This is an optimization exercise on Yosys and OpenROAD, whose aim is small area and a short achievable clock period, not a production implementation.
Function was checked by simulation only, so behaviour that the tests miss may differ from the original.

// am_mult_top
module am_mult_top
(
  input  logic                      clk,
  input  logic                      arst_n,
  input  logic [am_pkg::OP_W-1:0]   a,
  input  logic [am_pkg::OP_W-1:0]   b,
  output logic [am_pkg::PROD_W-1:0] product
);
Size in the first run: about 2000 cells after synthesis, roughly 430 flip-flops, ~98 I/O pins, about 24000 um2 of cells after synthesis.
export LEC_CHECK = 0
export CAP_MARGIN = 50
export CORE_MARGIN = 2
export CORE_UTILIZATION = 65
export SLEW_MARGIN = 70
export SYNTH_HIERARCHICAL = 1
export SYNTH_MINIMUM_KEEP_SIZE = 0
export BUFFER_PORTS_ARGS = -buffer_cell sky130_fd_sc_hd__buf_2
export SETUP_SLACK_MARGIN = 6.3
create_clock -name core_clock -period 9.5 [get_ports {clk}]
standard.sh (not shown) runs the stock make flow with config.mk's settings and CLKGATE_MAP_FILE= SYNTH_SCRIPT=/design/flow/synth_recipe.tcl, a recipe that flattens the netlist after the stock synthesis.
==> flow/flow/run.sh <==
#!/bin/bash
set -euo pipefail
echo 'export BUFFER_PORTS_ARGS = -buffer_cell sky130_fd_sc_hd__buf_2' >> config.mk
echo 'export SETUP_SLACK_MARGIN = 6.3' >> config.mk
bash standard.sh > standard.log 2>&1
Then changed:
--- a/flow/flow/run.sh
+++ b/flow/flow/run.sh
@@ -1,3 +1,8 @@
 #!/bin/bash
+# The standard layout, with two changes to how ORFS builds it:
+#  - ports are buffered with buf_2 (buffer_ports otherwise picks a slow
+#    delay cell, which sits on every output path);
+#  - repair_timing aims for 6.3 ns of setup slack at the design's period,
+#    so that it sizes the critical paths (the SDC is not changed).
 set -euo pipefail
 echo 'export BUFFER_PORTS_ARGS = -buffer_cell sky130_fd_sc_hd__buf_2' >> config.mk
--- a/flow/config.mk
+++ b/flow/config.mk
@@ -8,5 +8,5 @@
 export CAP_MARGIN = 50
 export CORE_MARGIN = 2
-export CORE_UTILIZATION = 65
+export CORE_UTILIZATION = 75
 export SLEW_MARGIN = 70
 export SYNTH_HIERARCHICAL = 1
Final area fell by 1.0%.
Synthesized area is unchanged.
Count of clock-buffer cells in the layout fell by 6.
Then changed:
==> flow/flow/run.sh (replaced) <==
#!/bin/bash
set -euo pipefail
echo 'export BUFFER_PORTS_ARGS = -buffer_cell sky130_fd_sc_hd__buf_2' >> config.mk
bash standard.sh > standard.log 2>&1
--- a/flow/config.mk
+++ b/flow/config.mk
@@ -6,10 +6,9 @@
 export NUM_CORES = 4
 export LEC_CHECK = 0
-export CAP_MARGIN = 50
+export CAP_MARGIN = 20
 export CORE_MARGIN = 2
-export CORE_UTILIZATION = 75
-export SLEW_MARGIN = 70
+export CORE_UTILIZATION = 40
+export SLEW_MARGIN = 20
 export SYNTH_HIERARCHICAL = 1
 export SYNTH_MINIMUM_KEEP_SIZE = 0
 export BUFFER_PORTS_ARGS = -buffer_cell sky130_fd_sc_hd__buf_2
-export SETUP_SLACK_MARGIN = 6.3
Effect:
- cell count increases by 13%
- global-route usage went down by 18 points
- non-clock buffer count is lower by 17
- hold slack hardly moves
- maximum frequency drops by about 11%

---

P:
Starting RTL as in the previous note.
Settings: LEC_CHECK=0, CAP_MARGIN=50, CORE_MARGIN=2, CORE_UTILIZATION=65, SLEW_MARGIN=70, SYNTH_HIERARCHICAL=1, SYNTH_MINIMUM_KEEP_SIZE=0, BUFFER_PORTS_ARGS=-buffer_cell sky130_fd_sc_hd__buf_2, SETUP_SLACK_MARGIN=6.3; clock period 9.5 ns.
==> flow/flow/run.sh <==
#!/bin/bash
# The standard layout, with two changes to how ORFS builds it:
#  - ports are buffered with buf_2 (buffer_ports otherwise picks a slow
#    delay cell, which sits on every output path);
#  - repair_timing aims for 6.3 ns of setup slack at the design's period,
#    so that it sizes the critical paths (the SDC is not changed).
set -euo pipefail
echo 'export BUFFER_PORTS_ARGS = -buffer_cell sky130_fd_sc_hd__buf_2' >> config.mk
echo 'export SETUP_SLACK_MARGIN = 6.3' >> config.mk
bash standard.sh > standard.log 2>&1
diff inputs: P => Q
==> flow/flow/run.sh <==
#!/bin/bash
set -euo pipefail
echo 'export BUFFER_PORTS_ARGS = -buffer_cell sky130_fd_sc_hd__buf_2' >> config.mk
bash standard.sh > standard.log 2>&1
--- a/flow/config.mk
+++ b/flow/config.mk
@@ -9,3 +9,3 @@
 export CORE_MARGIN = 2
-export CORE_UTILIZATION = 65
+export CORE_UTILIZATION = 40
 export SLEW_MARGIN = 70
@@ -14,2 +14 @@
 export BUFFER_PORTS_ARGS = -buffer_cell sky130_fd_sc_hd__buf_2
-export SETUP_SLACK_MARGIN = 6.3
Notes after the runs:
Hold slack of P is on par with Q.
Average size of a mapped cell came out exactly the same in P and Q.
The setup slack of Q is smaller than that of P.
Synthesis-to-layout area growth: Q < P
Q ended up with a lower end-of-flow core utilization than P did.
Changes in R relative to Q:
--- a/flow/flow/run.sh
+++ b/flow/flow/run.sh
@@ -3,2 +3,3 @@
 echo 'export BUFFER_PORTS_ARGS = -buffer_cell sky130_fd_sc_hd__buf_2' >> config.mk
+echo 'export SETUP_SLACK_MARGIN = 6.3' >> config.mk
 bash standard.sh > standard.log 2>&1
--- a/flow/config.mk
+++ b/flow/config.mk
@@ -14 +14,2 @@
 export BUFFER_PORTS_ARGS = -buffer_cell sky130_fd_sc_hd__buf_2
+export SETUP_SLACK_MARGIN = 6.3
### Flow results
R — final critical delay including setup and external delays 0.40 ns lower, Q as reference
Compared R vs Q, and highest net fanout along the worst path is down in R.
R vs Q, cell with the biggest individual delay on the critical path: sky130_fd_sc_hd__fa_2 vs sky130_fd_sc_hd__fa_1
Number of nets at the end of the flow, R vs Q: up slightly
R vs. Q: data required time at the worst endpoint moved up, post-route standard cell area excluding fillers moved up.
Row met2 capacity usage during global routing: R higher / Q lower
Looking at portion of the clock cycle consumed by the worst path in the final layout, R sits below Q.
Compared Q against R; hold slack within noise.
Detailed route, R vs Q: via total higher for R
On total routing usage reported by global routing: R sits above Q.

---

## job 3822
Another version of the RTL of am_mult_top (not shown whole).
For scale: about 98 I/O pins, roughly 23000 sq um of cells after synthesis.
clock: 9.5 ns
lec_check: 0
cap_margin: 20
core_margin: 2
core_utilization: 65
cts_cluster_diameter: 120
cts_cluster_size: 22
place_density: 0.9
slew_margin: 20
synth_hierarchical: 1
synth_minimum_keep_size: 0
buffer_ports_args: -buffer_cell sky130_fd_sc_hd__buf_2
==> flow/flow/run.sh <==
#!/bin/bash
# The standard layout (standard.sh), with one change to how ORFS builds
# it: the ports are buffered with buf_2. buffer_ports otherwise picks a slow
# delay cell (clkdlybuf4s50), which then sits on every output path.
set -euo pipefail
echo 'export BUFFER_PORTS_ARGS = -buffer_cell sky130_fd_sc_hd__buf_2' >> config.mk
bash standard.sh > standard.log 2>&1
Job 3822 has completed all stages; timing, DRC and antenna checks passed.
[inputs] job 3795 vs job 3822
# job 3822
export LEC_CHECK = 0
export CAP_MARGIN = 20
export CORE_MARGIN = 2
export CORE_UTILIZATION = 65
export CTS_CLUSTER_DIAMETER = 120
export CTS_CLUSTER_SIZE = 22
export PLACE_DENSITY = 0.9
export SLEW_MARGIN = 20
export SYNTH_HIERARCHICAL = 1
export SYNTH_MINIMUM_KEEP_SIZE = 0
export BUFFER_PORTS_ARGS = -buffer_cell sky130_fd_sc_hd__buf_2
create_clock -name core_clock -period 9.5 [get_ports {clk}]
# job 3795
export LEC_CHECK = 0
export CAP_MARGIN = 20
export CORE_MARGIN = 2
export CORE_UTILIZATION = 65
export CTS_CLUSTER_DIAMETER = 120
export CTS_CLUSTER_SIZE = 26
export SLEW_MARGIN = 20
export SYNTH_HIERARCHICAL = 1
export SYNTH_MINIMUM_KEEP_SIZE = 0
export BUFFER_PORTS_ARGS = -buffer_cell sky130_fd_sc_hd__buf_2
export SETUP_SLACK_MARGIN = 6.3
create_clock -name core_clock -period 9.5 [get_ports {clk}]
==> flow/flow/run.sh <==
#!/bin/bash
# The standard layout, with two changes to how ORFS builds it:
#  - ports are buffered with buf_2 (buffer_ports otherwise picks a slow
#    delay cell, which sits on every output path);
#  - repair_timing aims for 6.3 ns of setup slack at the design's period,
#    so that it sizes the critical paths (the SDC is not changed).
set -euo pipefail
echo 'export BUFFER_PORTS_ARGS = -buffer_cell sky130_fd_sc_hd__buf_2' >> config.mk
echo 'export SETUP_SLACK_MARGIN = 6.3' >> config.mk
bash standard.sh > standard.log 2>&1
==> comparison <==
- [job 3795 vs job 3822] total track usage: lower in job 3795
- Smallest setup slack after layout: job 3795 > job 3822
Here is what was changed in the inputs of job 5055 compared with job 3795.
# job 3795
export LEC_CHECK = 0
export CAP_MARGIN = 20
export CORE_MARGIN = 2
export CORE_UTILIZATION = 65
export CTS_CLUSTER_DIAMETER = 120
export CTS_CLUSTER_SIZE = 26
export SLEW_MARGIN = 20
export SYNTH_HIERARCHICAL = 1
export SYNTH_MINIMUM_KEEP_SIZE = 0
export BUFFER_PORTS_ARGS = -buffer_cell sky130_fd_sc_hd__buf_2
export SETUP_SLACK_MARGIN = 6.3
create_clock -name core_clock -period 9.5 [get_ports {clk}]
# job 5055
export LEC_CHECK = 0
export CAP_MARGIN = 20
export CORE_MARGIN = 2
export CORE_UTILIZATION = 65
export SLEW_MARGIN = 20
export SYNTH_HIERARCHICAL = 1
export SYNTH_MINIMUM_KEEP_SIZE = 0
export BUFFER_PORTS_ARGS = -buffer_cell sky130_fd_sc_hd__buf_2
export SETUP_SLACK_MARGIN = 6.5
create_clock -name core_clock -period 9.5 [get_ports {clk}]
==> flow/flow/run.sh <==
#!/bin/bash
# The standard layout, with two changes to how ORFS builds it:
#  - ports are buffered with buf_2 (buffer_ports otherwise picks a slow
#    delay cell, which sits on every output path);
#  - repair_timing aims for 6.5 ns of setup slack at the design's period,
#    so that it sizes the critical paths (the SDC is not changed).
set -euo pipefail
echo 'export BUFFER_PORTS_ARGS = -buffer_cell sky130_fd_sc_hd__buf_2' >> config.mk
echo 'export SETUP_SLACK_MARGIN = 6.5' >> config.mk
bash standard.sh > standard.log 2>&1
Findings:
- Filler cell count in job 5055 vs job 3795: down about 13%
- Comparing job 5055 with job 3795, the row count came out essentially unchanged.
- Job 3795 → job 5055: adder-cell share of the synthesized area level; portion of the clock cycle consumed by the worst path in the final layout went down; global routing usage on met1 +0.57 points.
- Taking job 3795 as the reference point, the total non-filler cell area in the finished layout of job 5055 rises by about 11%.
diff inputs: job 5055 => job 2823
# job 5055
export LEC_CHECK = 0
export CAP_MARGIN = 20
export CORE_MARGIN = 2
export CORE_UTILIZATION = 65
export SLEW_MARGIN = 20
export SYNTH_HIERARCHICAL = 1
export SYNTH_MINIMUM_KEEP_SIZE = 0
export BUFFER_PORTS_ARGS = -buffer_cell sky130_fd_sc_hd__buf_2
export SETUP_SLACK_MARGIN = 6.5
create_clock -name core_clock -period 9.5 [get_ports {clk}]
# job 2823
export LEC_CHECK = 0
export CAP_MARGIN = 50
export CORE_MARGIN = 2
export CORE_UTILIZATION = 65
export CTS_CLUSTER_DIAMETER = 120
export CTS_CLUSTER_SIZE = 22
export SLEW_MARGIN = 70
export SYNTH_HIERARCHICAL = 1
export SYNTH_MINIMUM_KEEP_SIZE = 0
export BUFFER_PORTS_ARGS = -buffer_cell sky130_fd_sc_hd__buf_2
export SETUP_SLACK_MARGIN = 6.4
create_clock -name core_clock -period 9.5 [get_ports {clk}]
==> flow/flow/run.sh <==
#!/bin/bash
# The standard layout, with two changes to how ORFS builds it:
#  - ports are buffered with buf_2 (buffer_ports otherwise picks a slow
#    delay cell, which sits on every output path);
#  - repair_timing aims for 6.4 ns of setup slack at the design's period,
#    so that it sizes the critical paths (the SDC is not changed).
set -euo pipefail
echo 'export BUFFER_PORTS_ARGS = -buffer_cell sky130_fd_sc_hd__buf_2' >> config.mk
echo 'export SETUP_SLACK_MARGIN = 6.4' >> config.mk
bash standard.sh > standard.log 2>&1
Notes after the runs:
Relative to job 5055, combined flip-flop and latch cell area decreased by 31 sq um in job 2823. Going from job 5055 to job 2823, number of buffers between clock root and the deepest sink essentially unchanged, post-layout instance count excluding filler cells fell 67, worst setup slack after layout fell by 120 ps. Job 2823: number of buffers added by the clock tree synthesis step is 48% lower than what job 5055 reported. Job 5055 → job 2823: number of placed instances with taps included held; minimum period implied by the final worst setup slack went up 120 ps; final area went down 1700 sq um.
--- input diff job 2823..job 5289 ---
# job 2823
export LEC_CHECK = 0
export CAP_MARGIN = 50
export CORE_MARGIN = 2
export CORE_UTILIZATION = 65
export CTS_CLUSTER_DIAMETER = 120
export CTS_CLUSTER_SIZE = 22
export SLEW_MARGIN = 70
export SYNTH_HIERARCHICAL = 1
export SYNTH_MINIMUM_KEEP_SIZE = 0
export BUFFER_PORTS_ARGS = -buffer_cell sky130_fd_sc_hd__buf_2
export SETUP_SLACK_MARGIN = 6.4
create_clock -name core_clock -period 9.5 [get_ports {clk}]
# job 5289
export LEC_CHECK = 0
export CAP_MARGIN = 50
export CORE_MARGIN = 2
export CORE_UTILIZATION = 65
export SLEW_MARGIN = 70
export SYNTH_HIERARCHICAL = 1
export SYNTH_MINIMUM_KEEP_SIZE = 0
export BUFFER_PORTS_ARGS = -buffer_cell sky130_fd_sc_hd__buf_2
export SETUP_SLACK_MARGIN = 6.3
create_clock -name core_clock -period 9.5 [get_ports {clk}]
==> flow/flow/run.sh <==
#!/bin/bash
# The standard layout, with two changes to how ORFS builds it:
#  - ports are buffered with buf_2 (buffer_ports otherwise picks a slow
#    delay cell, which sits on every output path);
#  - repair_timing aims for 6.3 ns of setup slack at the design's period,
#    so that it sizes the critical paths (the SDC is not changed).
set -euo pipefail
echo 'export BUFFER_PORTS_ARGS = -buffer_cell sky130_fd_sc_hd__buf_2' >> config.mk
echo 'export SETUP_SLACK_MARGIN = 6.3' >> config.mk
bash standard.sh > standard.log 2>&1
--- outcome ---
NOTE wire length of the first global-routing pass job 2823->job 5289 increased slightly
Final-layout worst hold slack delta (job 5289 − job 2823): unfavourable
Compared with job 2823, job 5289 supports a higher clock frequency.
Total number of H-tree levels in job 5289 is 1 above job 2823.
Job 5289 was carried through to the last stage, and its layout satisfied the timing, DRC and antenna checks.
Flip-flop and latch count came out exactly the same in job 2823 and job 5289.
Area overhead of the layout relative to synthesis across job 2823 and job 5289: no real change.
Summary of job 5289 over job 2823: clock slew seen by the registers of the worst setup and hold paths went down by 30 ps, buffer share of cell area went down by 2.7 points, sequential share of layout area decreased by 0.16 points relative to the old numbers, final area comparable.

port drivers added, routing unchanged:
The flow's constraints put no driver on any port. The routed layouts listed below were extracted and timed again, unchanged, in two steps. Step 1: set_driving_cell puts a clkbuf_16 on clk and a buf_2 on each other input, an assumption about the parent block. Step 2 times the ports against the registers' clock, not the clock port: input delays grow and output delays shrink by t, the midpoint of the rising clock arrivals with the driver on. a / b / c = ideal ports / drivers / drivers and shift; a / b = the first two.
run	t, ns	setup WS [ns]	worst hold slack (ns)
the first run of note 1	0.635	6.225 / 6.225 / 6.225	0.320 / 0.320 / 0.320
the second run of note 1	0.612	6.113 / 6.113 / 6.113	0.323 / 0.323 / 0.323
the third run of note 1	0.651	5.690 / 5.690 / 5.690	0.321 / 0.321 / 0.321
P	0.635	6.225 / 6.225 / 6.225	0.320 / 0.320 / 0.320
Q	0.647	5.845 / 5.845 / 5.845	0.321 / 0.321 / 0.321
R	0.645	6.241 / 6.241 / 6.241	0.321 / 0.321 / 0.321
job 3822	0.597	5.793 / 5.793 / 5.793	0.320 / 0.320 / 0.320
job 3795	0.591	6.280 / 6.280 / 6.280	0.318 / 0.318 / 0.318
job 5055	0.614	6.444 / 6.444 / 6.444	0.315 / 0.315 / 0.315
job 2823	0.593	6.325 / 6.325 / 6.325	0.318 / 0.318 / 0.318
job 5289	0.608	6.337 / 6.337 / 6.337	0.305 / 0.305 / 0.305
After both steps setup and hold are still met in every run listed.
